Source: an optimization exercise on an open RTL-to-GDS flow (aim: small area). Production flows keep margins and buffers that such runs may drop. In this exercise RTL edits were held to simulation tests only and were not proved equivalent to the original. No activity file was given, so power comes from the tool's default toggle rates.

==> design.v <==
module dual_port_ram_bit (
    input  logic clk,
    input  logic s0,
    input  logic s1,
    input  logic wr,
    input  logic d0n,
    input  logic d1n,
    output logic q
);
    logic r_q;
    logic w_u;
    assign w_u = ~((s0 & d0n) | (s1 & d1n));
    always_ff @(posedge clk) begin
        r_q <= (wr | r_q) & w_u;
    end
    assign q = r_q;
endmodule
module dual_port_ram_nor2 (
    input  logic a,
    input  logic b,
    output logic y
);
    assign y = ~(a | b);
endmodule
module dual_port_ram_or2 (
    input  logic a,
    input  logic b,
    output logic y
);
    assign y = a | b;
endmodule
module dual_port_ram_rd2 (
    input  logic e0,
    input  logic e1,
    input  logic a0,
    input  logic a1,
    output logic yn
);
    assign yn = ~((e0 & a0) | (e1 & a1));
endmodule
module dual_port_ram #(
    parameter int width = 8,
    parameter int depth = 256,
    parameter int addr  = 8
) (
    input  logic             clk,
    input  logic             rst,
    input  logic             rd_en0,
    input  logic             rd_en1,
    input  logic             wr_en0,
    input  logic             wr_en1,
    input  logic [width-1:0] data_in0,
    input  logic [width-1:0] data_in1,
    input  logic [addr-1:0]  rd_addr0,
    input  logic [addr-1:0]  wr_addr0,
    input  logic [addr-1:0]  rd_addr1,
    input  logic [addr-1:0]  wr_addr1,
    output logic [width-1:0] data_out0,
    output logic [width-1:0] data_out1
);
    localparam int NG = depth / 2;    
    logic [width-1:0] r_data_out0;
    logic [width-1:0] r_data_out1;
    logic [width-1:0] w_d0n;
    logic [width-1:0] w_d1n;
    logic [15:0]      w_whi0n, w_wlo0n, w_whi1n, w_wlo1n;
    logic [15:0]      w_rhi0n, w_rlo0n, w_rhi1n, w_rlo1n;
    logic [depth-1:0] w_re0, w_re1;
    logic [width-1:0] w_q [0:depth-1];
    logic [NG-1:0]    w_p0n [0:width-1];
    logic [NG-1:0]    w_p1n [0:width-1];
    logic [width-1:0] w_rd_data0;
    logic [width-1:0] w_rd_data1;
    logic             w_we0;
    logic             w_we1;
    assign w_d0n = ~data_in0;
    assign w_d1n = ~data_in1;
    assign w_we0 = wr_en0 & ~rst;
    assign w_we1 = wr_en1 & ~rst & ~(wr_en0 & (wr_addr0 == wr_addr1));
    for (genvar j = 0; j < 16; j++) begin : g_pre
        assign w_whi0n[j] = ~(w_we0 & (wr_addr0[7:4] == 4'(j)));
        assign w_wlo0n[j] = ~(wr_addr0[3:0] == 4'(j));
        assign w_whi1n[j] = ~(w_we1 & (wr_addr1[7:4] == 4'(j)));
        assign w_wlo1n[j] = ~(wr_addr1[3:0] == 4'(j));
        assign w_rhi0n[j] = ~(rd_addr0[7:4] == 4'(j));
        assign w_rlo0n[j] = ~(rd_addr0[3:0] == 4'(j));
        assign w_rhi1n[j] = ~(rd_addr1[7:4] == 4'(j));
        assign w_rlo1n[j] = ~(rd_addr1[3:0] == 4'(j));
    end
    for (genvar w = 0; w < depth; w++) begin : g_word
        logic w_s0, w_s1, w_wr;
        dual_port_ram_nor2 u_s0 (
            .a(w_whi0n[w / 16]), .b(w_wlo0n[w % 16]), .y(w_s0)
        );
        dual_port_ram_nor2 u_s1 (
            .a(w_whi1n[w / 16]), .b(w_wlo1n[w % 16]), .y(w_s1)
        );
        dual_port_ram_or2 u_wr (
            .a(w_s0), .b(w_s1), .y(w_wr)
        );
        for (genvar b = 0; b < width; b++) begin : g_bit
            dual_port_ram_bit u_bit (
                .clk(clk), .s0(w_s0), .s1(w_s1), .wr(w_wr),
                .d0n(w_d0n[b]), .d1n(w_d1n[b]), .q(w_q[w][b])
            );
        end
        assign w_re0[w] = ~(w_rhi0n[w / 16] | w_rlo0n[w % 16]);
        assign w_re1[w] = ~(w_rhi1n[w / 16] | w_rlo1n[w % 16]);
    end
    for (genvar b = 0; b < width; b++) begin : g_rbit
        for (genvar g = 0; g < NG; g++) begin : g_grp
            dual_port_ram_rd2 u_rd0 (
                .e0(w_re0[2*g]), .e1(w_re0[2*g+1]),
                .a0(w_q[2*g][b]), .a1(w_q[2*g+1][b]),
                .yn(w_p0n[b][g])
            );
            dual_port_ram_rd2 u_rd1 (
                .e0(w_re1[2*g]), .e1(w_re1[2*g+1]),
                .a0(w_q[2*g][b]), .a1(w_q[2*g+1][b]),
                .yn(w_p1n[b][g])
            );
        end
        assign w_rd_data0[b] = ~&w_p0n[b];
        assign w_rd_data1[b] = ~&w_p1n[b];
    end
    always_ff @(posedge clk) begin
        if (rst) begin
            r_data_out0 <= '0;
            r_data_out1 <= '0;
        end else begin
            if (rd_en0) begin
                r_data_out0 <= w_rd_data0;
            end
            if (rd_en1) begin
                r_data_out1 <= w_rd_data1;
            end
        end
    end
    assign data_out0 = r_data_out0;
    assign data_out1 = r_data_out1;
endmodule
==> flow/run.sh <==
#!/bin/bash
# The standard layout, except that after the standard synthesis the
# combinational cells that synthesis upsized for speed (a22oi_2, a221oi_2) are
# put back to their minimum drive strength; the timing repair steps of the
# standard flow size up again whatever needs it. Registers are untouched.
set -euo pipefail
WORK=$(pwd)
RES=$WORK/orfs/results/${FLOW_PLATFORM}/dual_port_ram/base

bash standard.sh synth > "$WORK/synth.log" 2>&1

sed -i -E 's/\bsky130_fd_sc_hd__(a22oi|a221oi)_2\b/sky130_fd_sc_hd__\1_1/g' "$RES/1_2_yosys.v"
grep -c "sky130_fd_sc_hd__a22" "$RES/1_2_yosys.v" > "$WORK/resize.log" || true
rm -f "$RES/1_synth.odb"

bash standard.sh finish > "$WORK/layout.log" 2>&1
==> standard.sh <==
#!/bin/bash
# synth_recipe.tcl (not shown) runs the flow's synth.tcl, then flattens the netlist and writes it again
# the make line also repeats each setting of config.mk as NAME=value (left out here)
make -C /OpenROAD-flow-scripts/flow DESIGN_CONFIG=/design/flow/config.mk WORK_HOME=/design/flow/orfs CLKGATE_MAP_FILE= SYNTH_SCRIPT=/design/flow/synth_recipe.tcl "${@:-finish}"
==> config.mk <==
export PLATFORM = sky130hd
export DESIGN_NAME = dual_port_ram
export DESIGN_NICKNAME = dual_port_ram
export VERILOG_FILES = /design/flow/design.v
export SDC_FILE = /design/flow/constraint.sdc
export NUM_CORES = 4
export LEC_CHECK = 0
export CAP_MARGIN = 20
export CORE_MARGIN = 2
export CORE_UTILIZATION = 40
export CTS_BUF_LIST = sky130_fd_sc_hd__clkbuf_16
export CTS_CLUSTER_DIAMETER = 80
export CTS_CLUSTER_SIZE = 30
export SLEW_MARGIN = 20
export SYNTH_HIERARCHICAL = 1
==> constraint.sdc <==
create_clock -name core_clock -period 6.0 [get_ports {clk}]
set_input_delay 1.2000 -clock core_clock [delete_from_list [all_inputs] [get_ports {clk}]]
set_output_delay 1.2000 -clock core_clock [all_outputs]
set_load 0.01 [all_outputs]
==> metrics.md, run 1 <==
| Metric | Value |
|---|---|
| Critical Setup Path Class | in2reg |
| Critical-path maximum fanout | 9 |
| Final WL | 590,000 um |
| Placed wire-length estimate | approximately 390,000 um |
| Final instance area | 108,000 sq um |
| Largest net degree at the start of global routing | 89 |
| CTS tree | yes |
| Via density | 7.78 |
| Hold buffers post-CTS | 0 |
| Routability-driven placement congestion ratio | 1.08 |
| Mapped Area | 93,700 sq um |
| Tcrit/Tclk final | 0.920 |
| Met2 Routed Length | 246,000 um |
| Top Layer Used | met5 |
| Max-Slew Margin vs Limit | 0.116 |
| Fillers | 22,368 |
| P per Cell Area | ~280 nW/um^2 |
| Max-cap viol count | 0 |
| Global-route wire length before repair | 800,000 um |
| Leakage | 36.2 nW |
| Hold crit path type | reg2reg |
| Final nets | 11,224 |
| Num CTS Buffers | 132 |
| Vias in the first global route | about 100k |
| Final WS setup | around 0.48 ns |
| Die area | 238,000 sq um |
| Port Buffer Count | 69 |
| Post-Synthesis Cells | 10,517 |
| IO Pins | 70 |
| Remaining DRCs | 0 |
| Post_cts resized | 0 |
| DP Worst Slack | 0.124 ns |
| Effective utilization at floorplan | 0.403 |
| Reg2reg setup slack | between 2 and 3 ns |
| Vias | 112,847 |
| Clock skew after layout | 0.0594 ns |
| Clock buffer depth | 3 |
| Crit path DAT | between 6 and 7 ns |
| Routed wl met3 | 73,300 um |
| Final Max Tran Viols | 0 |
| # setup viols final | 0 |
| Layout cells sized above 1 | 0.0770 |
| Fmax achieved | between 150 and 200 MHz |
| Final Hold Fails | 0 |
| Layout Utilization | 0.465 |
| Post-synthesis area per instance | 8.91 sq um |
| H-tree levels | 4 |
| Clock-pin transition on the worst setup and hold timing paths | 0.10 ns |
| Die X | ~500 um |
| Die height | 488 um |
| Nature of the critical path endpoint | register |
| Iteration-0 DRC Markers | slightly above 20,000 |
| CTS root buf | clkbuf_16 |
| Initial antenna violation count | 54 |
| Post-Syn Nets | 10,571 |
| Peak VDD IR | 274 uV |
| Placed cells | 14,167 |
| Post-CTS setup buffer count | 0 |
| Critical path required time | 6.67 ns |
| Final critical-path required period | 5.52 ns |
| Core area | 233,000 sq um |
| Grt total ovfl | 0 |
| Critical Path Source Type | input port |
| Worst skew pair latency | ~0.85 ns |
| M1 WL | 216,000 um |
| 1st-pass router iterations | 13 |
| Post-DP Area | 103,000 sq um |
| RSZ-0062 raised after global routing | false |
| Setup TNS Final | 0 ns |
| Worst slew pin tran | 1.33 ns |
| CTS sink count | 2,064 |
| Layout area overhead | 15.6% |
| Status | timing/DRC/antenna clean |
| Post-route insts no fill | 14,500 |
| Yosys warns | 11 |
| All-Layer GR Usage | 0.470 |
| Routed WL per cell | 40.7 um |
| ANT nets after route | 0 |
| Row count | about 180 |
## routing by layer
metal,vias to the layer above,track usage
met1,55345,0.577
met3,2291,0.133
met4,14,0.388
met2,10087,0.679
li1,45110,-
met5,-,0
## power by group
part / internal, mW / switching [mW] / total [mW]
combinational: 1.16 / 2.15 / 3.31
clock: 4.93 / 6.02 / 10.9
sequential: 15.0 / 1.44 / 16.5
## critical path, cell delays in order
cell and delay [ns]:
clkdlybuf4s50_1 0.93, nor2_1 0.25, nand2_2 0.38, buf_4 0.55, nor2_1 0.27, a22oi_1 0.35
nand4_1 0.31, nor4_1 0.94, nand4_1 0.52, nor4_1 0.33, nor3_1 0.07
## cells in the final DEF (no fill, tap or decap), drive strengths merged
| cell | n |
|---|---|
| a221oi | 2048 |
| a22oi | 2048 |
| and2b | 9 |
| and3 | 1 |
| and4 | 16 |
| and4b | 1 |
| and4bb | 1 |
| buf | 531 |
| bufinv | 7 |
| clkbuf | 139 |
| clkdlybuf4s50 | 68 |
| clkinv | 37 |
| clkinvlp | 5 |
| dfxtp | 2064 |
| diode | 94 |
| inv | 69 |
| nand2 | 102 |
| nand3 | 40 |
| nand4 | 535 |
| nor2 | 3123 |
| nor2b | 18 |
| nor3 | 16 |
| nor3b | 1 |
| nor4 | 128 |
| nor4b | 2 |
| o41ai | 2 |
| or2 | 256 |
| xnor2 | 7 |
## sequential cells by signal, indices dropped and copies added (netlist names)
signal / cells
r_data_out1: 8
g_word.g_bit.u_bit.r_q: 2048
r_data_out0: 8
## stage by stage
| step | total power [mW] | hold slack [ns] |
|---|---|---|
| after detailed placement | 19.8 | 0.502 |
| after global placement | 19.7 | 0.499 |
| final | 30.7 | 0.526 |
| after CTS | 30.5 | 0.520 |
| after floorplan | 17.9 | 0.489 |
| after global routing | 31.4 | 0.540 |
## area by class of cell
cell class	count	area (sq um)	area share
Clock inverter	99	1440	0.0133
Multi-Input combinational cell	8354	52400	0.483
Sequential cell	2064	41300	0.381
Inverter	19	191	0.00177
Timing Repair Buffer	599	5400	0.0498
Tap cell	3132	3920	0.0362
Antenna cell	94	235	0.00217
Clock buffer	139	3480	0.0321
## final timing paths
check	start	to	cells after the start
worst min register to register	g_word[19].g_bit[4].u_bit.r_q	g_word[19].g_bit[4].u_bit.r_q	2
worst min-delay path	g_word[19].g_bit[4].u_bit.r_q	g_word[19].g_bit[4].u_bit.r_q	2
worst max-delay path	rd_addr0[1]	r_data_out0[0]	11
worst max register to register	g_word[174].g_bit[7].u_bit.r_q	r_data_out1[7]	6
==> run 2: changes to the inputs <==
--- a/config.mk
+++ b/config.mk
@@ -7,7 +7,7 @@
 export LEC_CHECK = 0
 export CAP_MARGIN = 20
 export CORE_MARGIN = 2
-export CORE_UTILIZATION = 40
+export CORE_UTILIZATION = 50
 export CTS_BUF_LIST = sky130_fd_sc_hd__clkbuf_16
 export CTS_CLUSTER_DIAMETER = 80
 export CTS_CLUSTER_SIZE = 30
==> metrics.md, run 2 <==
| Metric | Value |
|---|---|
| Final Hold Fails | 0 |
| Vias in the first global route | 102,764 |
| Effective utilization at floorplan | 0.504 |
| Remaining DRCs | 0 |
| Clock network fraction of total power | 0.333 |
| CTS root buf | clkbuf_16 |
| Port Buffer Count | 69 |
| Post-synthesis area per instance | roughly 9 sq um |
| Most frequent cells in the layout | 3,119 x nor2_1, 2,064 x dfxtp_1, 2,048 x a22oi_1, 2,048 x a221oi_1, 534 x nand4_1 |
| Crit-path slowest cell | clkdlybuf4s50_1 |
| Max reg flops | 2,048 |
| Post_cts resized | 0 |
| Clock skew after layout | roughly 0.053 ns |
| Post-Synthesis Cells | 10,517 |
| IO Pins | 70 |
| Setup TNS Final | 0 ns |
| Worst path cell trace | clkdlybuf4s50_1 -> nor2b_1 -> nand3_1 -> nor2_1 -> a22oi_1 -> nand4_1 -> nor4_2 -> nand4_1 -> nor4_1 -> nor3_1 |
| Routed WL per cell | 40.2 um |
| Layout area overhead | 13.4% |
| Worst hold path depth | 2 |
| Final instance area | 106,000 sq um |
| Row count | roughly 160 |
| All-Layer GR Usage | 0.549 |
| Hold crit path type | reg2reg |
| Worst skew pair latency | slightly below 0.9 ns |
| Tcrit/Tclk final | 0.961 |
| Worst Reg-to-Reg Cells | 6 |
| Post-DP Area | between 100,000 and 150,000 sq um |
| Most common cell after layout, fill and taps aside | nor2_1 |
| Largest net degree at the start of global routing | 105 |
| Die area | 191,000 sq um |
| Worst slew pin tran | 1.37 ns |
| Net Sw Frac | 0.318 |
| Nature of the critical path endpoint | register |
| Via density | 8.40 |
| CTS tree | yes |
| Routability-driven placement congestion ratio | ~1.1 |
| Critical path required time | 6.77 ns |
| Mapped Area | 93,700 sq um |
| Initial antenna violation count | 73 |
| Iteration-0 DRC Markers | 24,177 |
| Hold WS | 0.523 ns |
| Post-Syn Nets | between 10,000 and 15,000 |
| Final WS setup | 0.235 ns |
| Max-Slew Margin vs Limit | 0.0844 |
| Final Max Tran Viols | 0 |
| Crit path DAT | between 6 and 7 ns |
| CP most frequent cell | nand4_1 |
| Num CTS Buffers | roughly 110 |
| Die height | 437 um |
| Post-CTS setup buffer count | 0 |
| Die X | 437 um |
| Status | timing/DRC/antenna clean |
| Peak VDD IR | between 300 and 400 uV |
| Met2 Routed Length | about 220,000 um |
| Top reg by flops | g_word.g_bit.u_bit.r_q |
| RSZ-0062 raised after global routing | false |
| CTS sink count | 2,064 |
| Grt total ovfl | 0 |
| Hold buffers post-CTS | 0 |
| H-tree levels | 3 |
| Critical Path Source Type | input port |
| Leakage | ~35 nW |
| Clock-pin transition on the worst setup and hold timing paths | 0.11 ns |
| DP Worst Slack | 0.0475 ns |
| Comb power frac | 0.111 |
| Max-cap viol count | 0 |
| Placed wire-length estimate | roughly 360,000 um |
| Fmax achieved | about 170 MHz |
| Yosys warns | 11 |
| Final critical-path required period | 5.77 ns |
| Global-route wire length before repair | 765,000 um |
| Layout cells sized above 1 | 0.0697 |
| NetSw | 9.41 mW |
| Final nets | 11,139 |
| Cell-internal power | 20.2 mW |
| M1 WL | 182,000 um |
| ANT nets after route | 0 |
| P per Cell Area | 279 nW/um^2 |
| Routed wl met3 | 91,600 um |
| # setup viols final | 0 |
| Fillers | 16,611 |
| Biggest regs | g_word.g_bit.u_bit.r_q: 2048 flops, r_data_out0: 8 flops, r_data_out1: 8 flops |
| Critical-path maximum fanout | 9 |
| Top Layer Used | met5 |
| Crit path largest cell delay | ~0.88 ns |
| Critical Setup Path Class | in2reg |
| 1st-pass router iterations | 22 |
| Vias | 115,989 |
| Core area | 186,000 sq um |
| Clock buffer depth | 3 |
| Final WL | 555,000 um |
| Reg power frac | 0.555 |
[run 2: cell type report]
type,count,area (sq um),share of cell area
Multi-Input combinational cell,8354,52400,0.493
Sequential cell,2064,41300,0.389
Timing Repair Buffer,533,4670,0.0439
Tap cell,2480,3100,0.0292
Clock buffer,113,2830,0.0266
Clock inverter,92,1380,0.0130
Antenna cell,149,373,0.00351
Inverter,19,191,0.00180
[run 2: per-stage QoR]
| step | instances | utilization | power [mW] |
|---|---|---|---|
| 5_1_grt | 13668 | 0.570 | 30.1 |
| 4_1_cts | 13655 | 0.570 | 29.2 |
| 3_5_place_dp | 13450 | 0.547 | 19.7 |
| 2_1_floorplan | 10517 | - | 17.9 |
| 3_3_place_gp | 13447 | 0.547 | 19.5 |
| 6_report | 13804 | 0.572 | 29.6 |
[run 2: power groups by stage]
stage	sequential (mW)	clock, mW	combinational [mW]
3_5_place_dp	16.6	0	3.06
3_3_place_gp	16.6	0	2.94
2_1_floorplan	16.1	0	1.83
6_report	16.5	9.87	3.30
4_1_cts	16.3	9.74	3.08
5_1_grt	16.5	10.2	3.39
[run 2: critical path, delay by kind of cell]
family          cells  cell delay [ns]
compound gates      1             0.46
buf+inv             1             0.88
simple gates        8             3.97
[run 2: final timing paths]
kind                                  start                        endpoint  slack, ns
max reg2reg  g_word[148].g_bit[6].u_bit.r_q                  r_data_out1[6]       2.78
max                             rd_addr0[4]                  r_data_out0[1]       0.23
min          g_word[194].g_bit[1].u_bit.r_q  g_word[194].g_bit[1].u_bit.r_q       0.52
min reg2reg  g_word[194].g_bit[1].u_bit.r_q  g_word[194].g_bit[1].u_bit.r_q       0.52
[run 2: layer usage]
layer,vias to the layer above,track usage
li1,45003,-
met5,-,0.00227
met4,40,0.505
met1,54704,0.639
met3,3630,0.239
met2,12612,0.750

[separate check: timing with driven ports]
No port has a modelled driver above. Below, the same layouts with a new extraction and two added sets of constraints.
Step 1 (the two cells are an assumption about what drives the block):
set clk [get_ports {clk}]
set_driving_cell -lib_cell sky130_fd_sc_hd__clkbuf_16 $clk
set_driving_cell -lib_cell sky130_fd_sc_hd__buf_2 [delete_from_list [all_inputs] $clk]
Step 2 adds t to the input delays and takes it off the output delays; t is the mean of the earliest and latest rising clock arrival at the registers after step 1. Input paths then give back, and output paths get back, about the clock's delay inside the block.
Three values: ideal ports, drivers, drivers and shift; two values: the first two.
| run | shift t [ns] | setup slack, ns | worst register clock-pin slew, ns |
|---|---|---|---|
| run 1 | 0.911 | 0.480 / 0.548 / -0.364 | 0.12 / 0.12 |
| run 2 | 0.956 | 0.235 / 0.308 / -0.647 | 0.12 / 0.12 |
Met with ideal ports but missed after step 2: setup timing in run 1 and run 2. The setup slack of run 2, which loses most, moves by +0.073 ns with the drivers and by -0.882 ns with both steps.
